Source: an optimization exercise on an open RTL-to-GDS flow (aim: small area, a short achievable clock period and few clock cycles per item). Production flows keep margins and buffers that such runs may drop.
No run shown here included a check of the RTL's function; only the layout flow was run.
No activity file was given, so power comes from the tool's default toggle rates.

## flow/design.v (module list and top-level ports; edited modules follow where they fit)
// module csaFA: 10 lines
// module csaHA: 9 lines
// module peTop: 817 lines
module peTop (
	input wire clk,
	input wire rstN,
	input wire cmdValid,
	input wire [2:0] cmdOp,
	input wire [16-1:0] cmdData,
	output logic cmdReady,
	output logic outValid,
	output logic [16-1:0] outData,
	input wire outReady
);
  // ...
==> flow/flow/run.sh <==
#!/bin/bash
set -euo pipefail
MARGIN=$(cat flow/margin.txt)
bash standard.sh synth > synth.log 2>&1
bash standard.sh SETUP_SLACK_MARGIN="$MARGIN" finish > layout.log 2>&1
==> flow/flow/margin.txt <==
5.8
==> flow/standard.sh <==
#!/bin/bash
# synth_recipe.tcl (not shown) runs the flow's synth.tcl, then flattens the netlist and writes it again
# the make line also repeats each setting of config.mk as NAME=value (left out here)
make -C /OpenROAD-flow-scripts/flow DESIGN_CONFIG=/design/flow/config.mk WORK_HOME=/design/flow/orfs CLKGATE_MAP_FILE= SYNTH_SCRIPT=/design/flow/synth_recipe.tcl "${@:-finish}"
==> flow/config.mk <==
export PLATFORM = sky130hd
export DESIGN_NAME = peTop
export DESIGN_NICKNAME = peTop
export VERILOG_FILES = /design/flow/design.v
export SDC_FILE = /design/flow/constraint.sdc
export NUM_CORES = 4
export LEC_CHECK = 0
export CAP_MARGIN = 20
export CORE_MARGIN = 2
export CORE_UTILIZATION = 40
export CTS_CLUSTER_DIAMETER = 80
export CTS_CLUSTER_SIZE = 25
export SLEW_MARGIN = 20
export SYNTH_HIERARCHICAL = 1
==> flow/constraint.sdc <==
create_clock -name core_clock -period 9.0 [get_ports {clk}]
set_input_delay 1.8000 -clock core_clock [delete_from_list [all_inputs] [get_ports {clk}]]
set_output_delay 1.8000 -clock core_clock [all_outputs]
set_load 0.01 [all_outputs]
==> run summary, run 1 <==
Final Non-Filler Cells - 3641
Status - complete, no violations
Internal Power - 8.96 mW
First-pass GRT wire length - 124000 um
Worst setup path category - flop to output port
WP data required - 7200 ps
Vias in the first global route - 20600
Met1 usage - 0.254
Placed Cells - 3533
HP Start - clr2$_DFF_PN0_
Post-layout nets - 2746
Starting Density - 0.404
Crit-path leading delay family - buffers and inverters
Clock group - 2.08 mW
# clk buffers - 53
Top Registers - wmem: 256 flops, bmem: 128 flops
Detailed-route via count - 20100
FP Rows - 106
Total of max-cap violations - 0
CTS H-tree lvls - 2
Design Power - 15.4 mW
TritonCTS clock tree - done
Critical path startpoint category - flop
Pwr Density - 414 nW/um^2
Leakage - 13.2 nW
Part of the power in combinational logic - 0.501
Design Area, Final - 37300 um^2
Sum Neg Setup Slack - 0 ps
Final hold vios - 0
Synth top area share - 0.393
Buf/Inv on CP - 4
Seq cells post-synth - 687
==> run 2: changes to the inputs <==
--- a/flow/design.v
+++ b/flow/design.v
@@ -67,19 +67,18 @@
 	logic [31:0] row1;
 	logic [31:0] row2;
 	logic [31:0] accS;
 	logic [31:0] accC;
 	logic accZ;
 	logic outVal;
 	logic outValidQ;
 	assign outValid = outValidQ;
-	logic [7:0] outLo;
-	logic outHi;
-	assign outData = {{8{outHi}}, outLo};
+	logic [15:0] outQ;
+	assign outData = outQ;
 	logic busy;
 	logic [3:0] cnt;
 	logic dNeg;
 	logic dClr;
 	logic [15:0] rem;
 	logic [15:0] dvs;
 	logic [7:0] quo;
 	wire go1 = v1 && !stall;
@@ -778,17 +777,19 @@
 	wire [17:0] trial = {1'b0, rem, 1'b0} - {2'b0, dvs};
 	wire qBit = !trial[17];
 	wire [7:0] quoStep = {quo[6:0], qBit};
 	wire [7:0] quoNeg = -quo;
 	wire [6:0] negQ = -quo[6:0];
 	wire [7:0] yLoWait = dNeg ? quoNeg : quo;
 	wire [7:0] yLoStep = !dNeg ? quoStep : (qBit ? {~quo[6:0], 1'b1} : {negQ, 1'b0});
 	wire [7:0] yLo = waitOut ? yLoWait : yLoStep;
-	wire yHi = dNeg && (waitOut ? (|quo) : ((|quo[6:0]) || qBit));
+	wire [15:0] yWait = dNeg ? -{8'd0, quo} : {8'd0, quo};
+	wire [15:0] yStep = dNeg ? -{8'd0, quoStep} : {8'd0, quoStep};
+	wire [7:0] yHi = waitOut ? yWait[15:8] : yStep[15:8];
 	always_ff @(posedge clk)
 	begin
 		if (act3)
 			capClr <= clr3;
 		if (capNow)
 			rem <= acc[15:0];
 		else if (cnt == 4'd0)
 			rem <= xSat ^ {16{xNeg}};
@@ -812,18 +813,17 @@
 			quo <= quoStep;
 		if (rDone)
 		begin
 			rQ <= quoStep;
 			rNeg <= dNeg;
 		end
 		if (divFinish)
 		begin
-			outLo <= yLo;
-			outHi <= yHi;
+			outQ <= {yHi, yLo};
 		end
 	end
 	always_ff @(posedge clk or negedge rstN)
 	begin
 		if (!rstN)
 		begin
 			busy <= 1'b0;
 			cnt <= '0;
==> run 2 against run 1 <==
  * Area after synthesis rose by 0.41%
  * Non-clock buffer count did not move
  * Global-route usage rose by 0.16 points
  * Sequential power rose by 0.9%
==> run summary, run 2 <==
Total clock sinks - 693 (was 687)
Total of max-cap violations - 0 (unchanged)
CORE AREA - 84000 um^2 (was 83800 um^2)
DRT Wirelength - 81300 um (was 80300 um)
Worst path arrival time - 3500 ps (was 1510 ps)
Detailed Place HPWL - 54400 um (was 53100 um)
Root Buffer - clkbuf_16 (unchanged)
Post-synthesis compound-gate area fraction - 0.0833 (was 0.0863)
Drt initial violations - 1898 (was 1680)
WP data required - 9350 ps (was 7200 ps)
Post-synthesis net count - 2731 (was 2748)
Yosys Warn Count - 7 (unchanged)
Yosys cell types - 91 (was 81)
Clock Latency Late Sink - 610 ps (was 620 ps)
Top Registers - wmem: 256 flops, bmem: 128 flops (unchanged)
Tmin final - 3150 ps (was 3310 ps)
Number of flops mapped to enable cells by yosys - 450 (was 444)
Die width - 296 um (was 295 um)
First-pass GRT wire length - 126000 um (was 124000 um)
Critical path startpoint category - flop (unchanged)
Die area - 87500 um^2 (was 87100 um^2)
TritonCTS Buffers - 40 (unchanged)
Placement Setup Slack - 4530 ps (was 4780 ps)
CTS clock-pin slew for the worst setup and hold paths - 100 ps (about the same)
Max_slew headroom - 0.255 (was 0.228)
Mapped Area - 34000 um^2 (was 33900 um^2)
Final hold vios - 0 (unchanged)
Reg2Reg Launch Point - dvs[10]$_DFFE_PP_ (was cnt[0]$_DFF_PN0_)
Slew at the pin with the worst max-slew slack - 1120 ps (was 1160 ps)
Num ports - 41 (unchanged)
Commonest cells in the netlist - 450 x edfxtp_1, 198 x xnor2_1, 191 x dfxtp_1, 147 x fa_1, 131 x nand2_1 (was 444 x edfxtp_1, 191 x dfxtp_1, 184 x xnor2_1, 147 x fa_1, 134 x nand2_1)
DRT Pass-1 Iters - 6 (was 7)
Fin crit share - 0.350 (was 0.367)
Synth Flop Type - edfxtp_1 (unchanged)
Max reg flops - 256 (unchanged)
Antenna Violating Nets Remaining - 0 (unchanged)
Synth top area share - 0.397 (was 0.393)
DR WL/cell - 22.3 um (was 22.1 um)
Most common cell after layout, fill and taps aside - edfxtp_1 (unchanged)
Crit-path max FO - 25 (was 3)
# setup viols final - 0 (unchanged)
Most frequent cells in the layout - 450 x edfxtp_1, 197 x xnor2_1, 184 x dfxtp_1, 145 x fa_1, 131 x nand2_1 (was 444 x edfxtp_1, 187 x dfxtp_1, 184 x xnor2_1, 143 x fa_1, 134 x nand2_1)
Largest area contributor in the netlist - edfxtp_1 (unchanged)
Total gr overflow - 0 (unchanged)
Largest family of logic cells by synthesized area - adder cells (unchanged)
Design Power - 15.5 mW (was 15.4 mW)
Area Growth Syn to Fin - 10.1% (about the same)
Port Buffers - 40 (unchanged)
Post-synthesis mux area share - 0.0871 (was 0.0873)
Drt drc - 0 (unchanged)
Sum Neg Setup Slack - 0 ps (unchanged)
Leakage - 13.3 nW (was 13.2 nW)
FILL cells - 7453 (was 7563)
Status - complete, no violations (unchanged)
Starting Density - 0.405 (was 0.404)
FP Rows - 106 (unchanged)
Simple-Gate Fraction of Synth Area - 0.0692 (was 0.0689)
Vias in the first global route - 20500 (was 20600)
HP Start - clr2$_DFF_PN0_ (unchanged)
Async S/R FF share, synth - 0.0750 (was 0.0757)
Overall Global Routing Usage - 0.186 (was 0.185)
CP Launch Point - dvs[10]$_DFFE_PP_ (was outHi$_DFFE_PP_)
Initial antenna violation count - 0 (unchanged)
TritonCTS clock tree - done (unchanged)
Die Ht - 296 um (was 295 um)
Adder-Cell Fraction of Synth Area - 0.124 (was 0.123)
Cells after Synth - 2460 (was 2479)
Pwr Density - 415 nW/um^2 (was 414 nW/um^2)
CTS H-tree lvls - 2 (unchanged)
Detailed-route via count - 20000 (was 20100)
Post-layout nets - 2742 (was 2746)
VDD IR max - 0.204 mV (was 0.213 mV)
Global placer's final weighted congestion - 0.886 (was 0.891)
Largest reg by FF count - wmem (unchanged)
RSZ-0062 raised after global routing - yes (unchanged)
Seq cells post-synth - 693 (was 687)
Worst setup path category - flop to flop (was flop to output port)
Register area share after synthesis - 0.548 (was 0.545)
Top-count cell post-synth - edfxtp_1 (unchanged)
XOR/XNOR Fraction of Synth Area - 0.0628 (was 0.0609)
Largest net degree at the start of global routing - 69 (was 53)
Crit path capture type - flop (was output port)
Clock Skew - 39.2 ps (was 77.2 ps)
Vias/cell - 5.50 (was 5.53)
PnR worst setup slack - 5850 ps (was 5690 ps)
Syn_area_per_cell - 13.8 um^2 (was 13.7 um^2)
Worst Hold Class - flop to flop (unchanged)
Clock buffer depth - 3 (unchanged)
Hold Slack - 354 ps (was 368 ps)
Slew Limit Fails - 0 (unchanged)
Area contributors post-synth - edfxtp_1 40%, dfxtp_1 11%, fa_1 8.6% (was edfxtp_1 39%, dfxtp_1 11%, fa_1 8.7%)
Fmax - 318 MHz (was 302 MHz)
Share of layout cells above drive strength 1 - 0.135 (was 0.132)
run 2: cell count changes after synthesis, moves of 9 or more:
cell	before	now
o21ai_1	4	20
clkbuf_1	122	112
o21ai_0	90	74
xnor2_1	184	198
inv_1	84	74
xor2_1	50	41
buf_2	21	11
a21oi_1	81	90
run 2: cells by family after synthesis:
kind of cell               Yosys count
AOI/OAI and AO/OA                  433
xor gates and xnor gates           241
adders and majority gates          248
buffers and inverters              222
DFF                                693
muxes                              153
other                                1
and+or+nand+nor                    469
run 2: timing repair:
action / CTS / global route
pin swaps: 3 / 5
gates resized for setup: 51 / 21
setup buffers: 12 / 18
setup endpoints to repair: 520 / 94
hold buffers: 0 / 0
gates cloned: 4 / 1
run 2: critical path, cell delays in order, from the launching register on:
cell	delay (ps)
edfxtp_1	450
inv_1	70
ha_1	360
a21oi_2	210
o21bai_1	80
a21o_1	210
a21oi_2	200
o21ai_4	130
a31o_4	330
inv_12	150
ha_1	260
mux4_2	450
run 2: power by group:
group / leakage [nW] / internal [mW] / switching, mW
clock: 0.654 / 0.926 / 1.13
combinational: 6.26 / 3.60 / 4.21
sequential: 6.35 / 4.46 / 1.22
run 2: area by class of cell:
cell class / count / area (um^2) / share of cell area
antenna: 1 / 2.50 / 0.0000667
multi-input combinational: 1546 / 14700 / 0.392
timing repair buffer: 112 / 1040 / 0.0278
tap: 1134 / 1420 / 0.0378
clock inverter: 18 / 251 / 0.00671
inverter: 78 / 338 / 0.00901
sequential: 693 / 18700 / 0.498
clock buffer: 56 / 1090 / 0.0290
run 2: metrics by stage:
stage                     area (um^2)  utilization  std cells
after floorplan                 34100            -       2460
final                           37500        0.447       3638
after global routing            37500        0.447       3637
after detailed placement        35600        0.424       3528
after global placement          35600        0.424       3528
after CTS                       37300        0.444       3618
run 2: routing by layer:
metal  wire (um)  track usage  share of wire  up-vias
met1       36000        0.260           0.44    10400
met4        1710       0.0466          0.021        0
met5           0            0              0        -
li1            -            -              -     8979
met3        3940       0.0212          0.048      108
met2       39600        0.311           0.49      563
run 2: Yosys stat by module, one instance, submodules excluded:
module  times used  flip-flops and latches  cell area (um^2)  cells inside
csaFA          144                       0              20.0             1
peTop            1                     693             30900          2293
csaHA           23                       0              12.5             1
run 2: worst paths after layout:
kind                                            to  slack, ps  cells past startpoint
worst max register to register   outQ[1]$_DFFE_PP_       5850                     11
max in group asynchronous       wRd[0]$_DFFE_PN0P_       7110                      2
worst min register to register      clr3$_DFF_PN0_        350                      0
worst max-delay path             outQ[1]$_DFFE_PP_       5850                     11
worst min-delay path                clr3$_DFF_PN0_        350                      0
min in group asynchronous       bWr[1]$_DFFE_PN0P_       1310                      2
==> run 3: changes to the inputs <==
==> flow/flow/margin.txt (replaced) <==
6.0
==> run 3 against run 2 <==
  * Still clean
  * Wire length is 0.78% higher
  * Non-clock buffer count is 17 higher
  * Combinational power is 2.8% higher
  * Global-route usage is 0.15 points higher
  * Critical endpoint is now cmdReady
  * Highest routed layer unchanged
==> run summary, run 3 <==
Status - complete, no violations (unchanged)
Crit-path max FO - 1 (was 25)
Die Ht - 296 um (unchanged)
Port Buffers - 40 (unchanged)
Share of layout cells above drive strength 1 - 0.164 (was 0.135)
Critical path startpoint category - flop (unchanged)
Detailed Place HPWL - 54200 um (was 54400 um)
Yosys Warn Count - 7 (unchanged)
Slew Limit Fails - 0 (unchanged)
Mapped Area - 34000 um^2 (unchanged)
VDD IR max - 0.254 mV (was 0.204 mV)
Global placer's final weighted congestion - 0.892 (was 0.886)
Most common cell after layout, fill and taps aside - edfxtp_1 (unchanged)
Area Growth Syn to Fin - 11.5% (was 10.1%)
CP Launch Point - rdyQ$_DFF_PN1_ (was dvs[10]$_DFFE_PP_)
Cells after Synth - 2460 (unchanged)
Area contributors post-synth - edfxtp_1 40%, dfxtp_1 11%, fa_1 8.6% (unchanged)
CORE AREA - 84000 um^2 (unchanged)
Most frequent cells in the layout - 450 x edfxtp_1, 197 x xnor2_1, 179 x dfxtp_1, 143 x fa_1, 131 x nand2_1 (was 450 x edfxtp_1, 197 x xnor2_1, 184 x dfxtp_1, 145 x fa_1, 131 x nand2_1)
DR WL/cell - 22.4 um (was 22.3 um)
Largest net degree at the start of global routing - 63 (was 69)
Dpl cell area - 35600 um^2 (about the same)
Post-layout nets - 2763 (was 2742)
Top Registers - wmem: 256 flops, bmem: 128 flops (unchanged)
Top-count cell post-synth - edfxtp_1 (unchanged)
Tmin final - 3040 ps (was 3150 ps)
Die width - 296 um (unchanged)
HP Start - clr2$_DFF_PN0_ (unchanged)
Async S/R FF share, synth - 0.0750 (unchanged)
Slowest-stage cell, CP - dfstp_2 (was edfxtp_1)
Leakage - 13.4 nW (was 13.3 nW)
Worst path max stage delay - 540 ps (was 450 ps)
Sum Neg Setup Slack - 0 ps (unchanged)
Fin crit share - 0.337 (was 0.350)
Seq cells post-synth - 693 (unchanged)
Final Non-Filler Cells - 3658 (was 3638)
FF-to-FF setup slack - 5980 ps (was 5850 ps)
Vias in the first global route - 20600 (was 20500)
Hold Slack - 362 ps (was 354 ps)
Reg2Reg Launch Point - cnt[0]$_DFF_PN0_ (was dvs[10]$_DFFE_PP_)
WP data required - 7200 ps (was 9350 ps)
# setup viols final - 0 (unchanged)
Overall Global Routing Usage - 0.188 (was 0.186)
Total gr overflow - 0 (unchanged)
Max reg flops - 256 (unchanged)
Drt drc - 0 (unchanged)
CTS clock-pin slew for the worst setup and hold paths - 100 ps (about the same)
Yosys cell types - 91 (unchanged)
Placed Cells - 3520 (was 3528)
RSZ-0062 raised after global routing - yes (unchanged)
FP Rows - 106 (unchanged)
FF-to-FF path depth - 13 (was 11)
Initial antenna violation count - 0 (unchanged)
Max_slew headroom - 0.266 (was 0.255)
Crit-path leading delay family - flip-flops (was compound AO/OA/AOI/OAI gates)
Worst setup path category - flop to output port (was flop to flop)
Largest reg by FF count - wmem (unchanged)
Detailed-route via count - 20100 (was 20000)
Worst path arrival time - 1240 ps (was 3500 ps)
Antenna Violating Nets Remaining - 0 (unchanged)
Syn_area_per_cell - 13.8 um^2 (unchanged)
Antenna Cells - 0 (was 1)
Vias/cell - 5.50 (about the same)
CTS H-tree lvls - 2 (unchanged)
TritonCTS clock tree - done (unchanged)
Starting Density - 0.405 (unchanged)
DRT Wirelength - 81900 um (was 81300 um)
Total clock sinks - 693 (unchanged)
Crit path capture type - output port (was flop)
Total of max-cap violations - 0 (unchanged)
Register area share after synthesis - 0.548 (unchanged)
Design Area, Final - 38000 um^2 (was 37500 um^2)
Largest area contributor in the netlist - edfxtp_1 (unchanged)
Number of flops mapped to enable cells by yosys - 450 (unchanged)
Num ports - 41 (unchanged)
Root Buffer - clkbuf_16 (unchanged)
Final Util - 0.452 (was 0.447)
Placement Setup Slack - 4270 ps (was 4530 ps)
Worst Hold Class - flop to flop (unchanged)
# hold bufs at CTS - 0 (unchanged)
Die area - 87500 um^2 (unchanged)
CP Cell Sequence - buf_6 (was inv_1 > ha_1 > a21oi_2 > o21bai_1 > a21o_1 > a21oi_2 > o21ai_4 > a31o_4 > inv_12 > ha_1 > mux4_2)
Final hold vios - 0 (unchanged)
DRT Pass-1 Iters - 6 (unchanged)
Buf/Inv on CP - 1 (was 2)
TritonCTS Buffers - 40 (unchanged)
Synth Flop Type - edfxtp_1 (unchanged)
Fmax - 329 MHz (was 318 MHz)
Worst path depth - 1 (was 11)
Clock Latency Late Sink - 610 ps (about the same)
Commonest cells in the netlist - 450 x edfxtp_1, 198 x xnor2_1, 191 x dfxtp_1, 147 x fa_1, 131 x nand2_1 (unchanged)
First-pass GRT wire length - 126000 um (about the same)
PnR worst setup slack - 5960 ps (was 5850 ps)
Clock buffer depth - 3 (unchanged)
Post-synthesis net count - 2731 (unchanged)
Synth top area share - 0.397 (unchanged)
Design Power - 15.8 mW (was 15.5 mW)
Slew at the pin with the worst max-slew slack - 1100 ps (was 1120 ps)
Pwr Density - 415 nW/um^2 (about the same)
Clock Skew - 20.7 ps (was 39.2 ps)
Drt initial violations - 1787 (was 1898)
Hold path depth - 0 (unchanged)
[run 3: cell counts after synthesis]
Identical to the previous run, type by type.
[run 3: modules after synthesis (local to each module, per instance)]
module | copies in the design | flops+latches | cell area, um^2
csaHA | 23 | 0 | 12.5
csaFA | 144 | 0 | 20.0
peTop | 1 | 693 | 30900
[run 3: what timing repair did]
action	4_1_cts	5_1_grt
setup buffers	32	25
pin swaps	16	23
cloned	7	0
resized for setup	116	56
setup endpoints to repair	552	296
[run 3: layout make-up]
class,count,area (um^2)
flip-flops and latches,693,18700
inverters,78,335
repair buffers,129,1230
fillers,7411,46000
repair inverters,2,25.0
well taps,1134,1420
clock buffers,56,1080
multi-input cells,1548,14900
clock inverters,18,272
[run 3: path summary, 6_finish.rpt]
path | end
hold reg to reg | clr3$_DFF_PN0_
min in group asynchronous | bWr[1]$_DFFE_PN0P_
setup reg to reg | accC[27]$_DFF_P_
max in group asynchronous | wRd[0]$_DFFE_PN0P_
hold / removal | clr3$_DFF_PN0_
setup / recovery | cmdReady
[run 3: routing by layer]
| metal | track usage | vias up | routed length, um | share of wire |
|---|---|---|---|---|
| li1 | - | 9042 | - | - |
| met1 | 0.263 | 10400 | 36200 | 0.44 |
| met2 | 0.311 | 590 | 39900 | 0.49 |
| met3 | 0.0210 | 101 | 3890 | 0.047 |
| met4 | 0.0511 | 0 | 1890 | 0.023 |
| met5 | 0 | - | 0 | 0 |
[run 3: kinds of logic (layout without fill, tap and decap cells)]
kind of cell	count (synthesis)	in the layout	share of synthesized area
other	1	1	0.000110
adders and majority gates	248	248	0.124
AOI/OAI and AO/OA	433	433	0.0833
xor gates and xnor gates	241	241	0.0628
muxes	153	153	0.0871
DFF	693	693	0.548
buffers and inverters	222	283	0.0263
and+or+nand+nor	469	472	0.0692
[run 3: report_power, final]
group | switching (mW) | total, mW | internal [mW]
logic | 4.28 | 8.02 | 3.74
registers | 1.23 | 5.69 | 4.47
clock network | 1.14 | 2.05 | 0.909
total | 6.65 | 15.8 | 9.11

-- afterwards: timing with drivers on the ports --
The flow's constraints put no driver on any port. The routed layouts listed below were extracted and timed again, unchanged, in two steps.
Step 1: set_driving_cell puts a clkbuf_16 on clk and a buf_2 on each other input, an assumption about the parent block.
Step 2 moves the port delays by t, midway between the first and last clock arrival at a register: inputs arrive t later, outputs are due t later. That takes back most of the time a late clock gives input paths.
Slacks: ideal ports / drivers / drivers and shift; pairs: ideal ports / drivers.
run	t, ns	setup WS [ns]	worst setup path after step 2	worst register clock-pin slew, ns
run 1	0.645	5.693 / 5.632 / 5.445	input to register	0.10 / 0.10
run 2	0.655	5.854 / 5.809 / 5.547	input to register	0.10 / 0.10
run 3	0.660	5.964 / 5.902 / 5.485	input to register	0.10 / 0.10
After both steps setup and hold are still met in every run listed. The setup slack of run 3, which loses most, moves by -0.062 ns with the drivers and by -0.479 ns with both steps.
